Context: an optimization exercise on an open-source flow, tuned for small area. The choices shown serve that exercise and are no tape-out recipe. The RTL was checked by simulation tests, not by an equivalence proof against the original design. Power and IR drop assume default switching activity.

== alpha ==
// prefetcher_top
module prefetcher_top (
	input  logic                       clk,
	input  logic                       reset,
	input  logic                       trigger_i,
	input  logic                       wait_cache_i,
	input  logic                       wait_stbuf_i,
	input  logic                       cache_ready_i,
	input  logic                       stbuf_ready_i,
	input  prefetch_pkg::word_t        cache_data_i,
	input  prefetch_pkg::word_t        stbuf_data_i,
	output logic                       cache_req_o,
	output prefetch_pkg::word_t        cache_addr_o,
	output logic                       stbuf_req_o,
	output prefetch_pkg::word_t        stbuf_addr_o,
	output prefetch_pkg::word_t        wr_addr_o,
	output prefetch_pkg::word_t        wr_data_o,
	output prefetch_pkg::slice_state_e state_o
);
For scale: roughly 1500 cells after synthesis, about 210 I/O pins.
export LEC_CHECK = 0
export CAP_MARGIN = 20
export CORE_MARGIN = 2
export CORE_UTILIZATION = 40
export SLEW_MARGIN = 20
create_clock -name core_clock -period 6.0 [get_ports {clk}]
standard.sh (not shown) runs the stock make flow with config.mk's settings and CLKGATE_MAP_FILE= SYNTH_SCRIPT=/design/flow/synth_recipe.tcl, a recipe that flattens the netlist after the stock synthesis.
==> flow/flow/run.sh <==
#!/bin/bash
# Own layout flow: the standard ORFS flow (standard synthesis, floorplan,
# power grid and tap cells unchanged) with smaller helper cells:
#  - port buffers use sky130_fd_sc_hd__buf_1 instead of clkdlybuf4s50_1,
#  - clock tree synthesis uses small clock buffers and no dummy loads,
#  - the synthesized netlist's single tie cell is kept (no per-load tie copies).
# Synthesis is the standard flow's (synth_recipe.tcl) with only ABC's script replaced by
# the area-oriented flow/area.abc (flow/abc_override.tcl).
# Every tool's full output goes to flow.log in the work folder (ORFS's own
# per-step logs stay under orfs/logs).
set -euo pipefail
cd "$(dirname "$0")/.."
export BUFFER_PORTS_ARGS="-buffer_cell sky130_fd_sc_hd__buf_1"
export CTS_ARGS="-sink_clustering_enable -repair_clock_nets -dont_use_dummy_load -buf_list sky130_fd_sc_hd__clkbuf_8 -sink_clustering_size 16 -sink_clustering_max_diameter 80"
export SKIP_REPAIR_TIE_FANOUT=1
export AREA_ABC_SCRIPT="$PWD/flow/area.abc"
{ head -n 1 synth_recipe.tcl; cat flow/abc_override.tcl; tail -n +2 synth_recipe.tcl; } > area_synth.tcl
bash standard.sh SYNTH_SCRIPT="$PWD/area_synth.tcl" finish > flow.log 2>&1
==> flow/flow/abc_override.tcl <==
# Sourced into the synthesis script right after the standard flow's first line: ORFS's
# synthesis runs unchanged (same flip-flop mapping and names) except that
# ABC maps the logic with the area-oriented script flow/area.abc.
proc abc {args} {
  set i [lsearch -exact $args -script]
  if {$i >= 0} {
    set args [lreplace $args [expr {$i + 1}] [expr {$i + 1}] $::env(AREA_ABC_SCRIPT)]
  }
  yosys abc {*}$args
}
==> flow/flow/area.abc <==
strash
&get -n
&st
&synch2
&nf
&put
topo
Looking at the reports, alpha completed the entire flow and the layout it produced met the timing, DRC and antenna checks.
Modified inputs, beta compared to alpha
- SLEW_MARGIN: 20 -> 10
- CAP_MARGIN: 20 -> 10
- CORE_UTILIZATION: 40 -> 65
--- a/flow/flow/area.abc
+++ b/flow/flow/area.abc
@@ -5,0 +6,3 @@
+&st
+&synch2
+&nf
### Flow results
Looking at data required time at the worst endpoint, beta sits below alpha. Per the comparison of beta with alpha, post-synthesis instance area now sits at about the same level; via count of the first global-routing pass now sits lower; total number of vias now sits higher.
> inputs changed (beta -> gamma)
==> flow/flow/area.abc <==
strash
&get -n
&st
&synch2
&nf
&put
topo
## What came out
Relative to beta, number of distinct library cell variants in the gate-level netlist after synthesis has increased by 8 in gamma. Run comparison: gamma cell with the largest stage delay on the worst path dfxtp_1; beta cell with the largest stage delay on the worst path fa_1. Per the comparison of gamma with beta, power flat; average size of a mapped cell flat. gamma vs. beta: critical path depth went down; number of signal-net buffers in the layout went down.
Changes in delta relative to gamma:
- SLEW_MARGIN: 10 -> 20
- CORE_UTILIZATION: 65 -> 40
- CAP_MARGIN: 10 -> 20
--- a/flow/flow/area.abc
+++ b/flow/flow/area.abc
@@ -5,0 +6,3 @@
+&st
+&synch2
+&nf
==> summary.txt <==
When the final numbers for delta and gamma were put side by side, the die footprint turned out to be greater in delta.
delta ends up with higher sum of internal, switching and leakage power than gamma does.
delta ended with more critical path depth than gamma.
Post-synthesis share of cell area spent on xor and xnor gates was lower in gamma than in delta.
Final core utilization: delta < gamma
Hold slack delta (gamma -> delta): insignificant
The run showing the greater power share of the sequential group is gamma.
Maximum frequency of delta is on par with gamma.
The following lists how epsilon was set up differently from delta:
- CAP_MARGIN changed from 20 to 10
- SLEW_MARGIN changed from 20 to 10
- CORE_UTILIZATION changed from 40 to 75
- Looking at count of buffers not belonging to the clock network in the layout, epsilon sits about 1% below delta.
- Per the comparison of epsilon with delta, routed wire length fell about 7%; proportion of cell area spent on the clock network about even.
- epsilon has less setup slack than delta.
- Per the comparison of epsilon with delta, global-route met2 utilization now sits higher, share of power burned in the clock network now sits lower, required time of the critical path saw a decrease, internal power lost about 1.2%.

[separate check: timing with driven ports]
How much do the figures lean on ideal ports? The routed layouts below were timed once more, with nothing changed but the port constraints. Step 1: set_driving_cell puts a clkbuf_16 on clk and a buf_2 on each other input, an assumption about the parent block. Step 2 times the ports against the registers' clock, not the clock port: input delays grow and output delays shrink by t, the midpoint of the rising clock arrivals with the driver on. a / b / c = ideal / step 1 / step 2; a / b = the first two.
run	t (ns)	setup WS [ns]	worst register clock-pin slew, ns	pins driven straight from the clock port
alpha	0.603	0.376 / 0.376 / 0.376	0.11 / 0.11	1
beta	0.609	0.434 / 0.434 / 0.434	0.12 / 0.12	1
gamma	0.597	0.533 / 0.533 / 0.533	0.11 / 0.11	1
delta	0.600	0.549 / 0.549 / 0.549	0.11 / 0.11	1
epsilon	0.595	0.433 / 0.433 / 0.433	0.11 / 0.11	1
After both steps setup and hold are still met in every run listed.
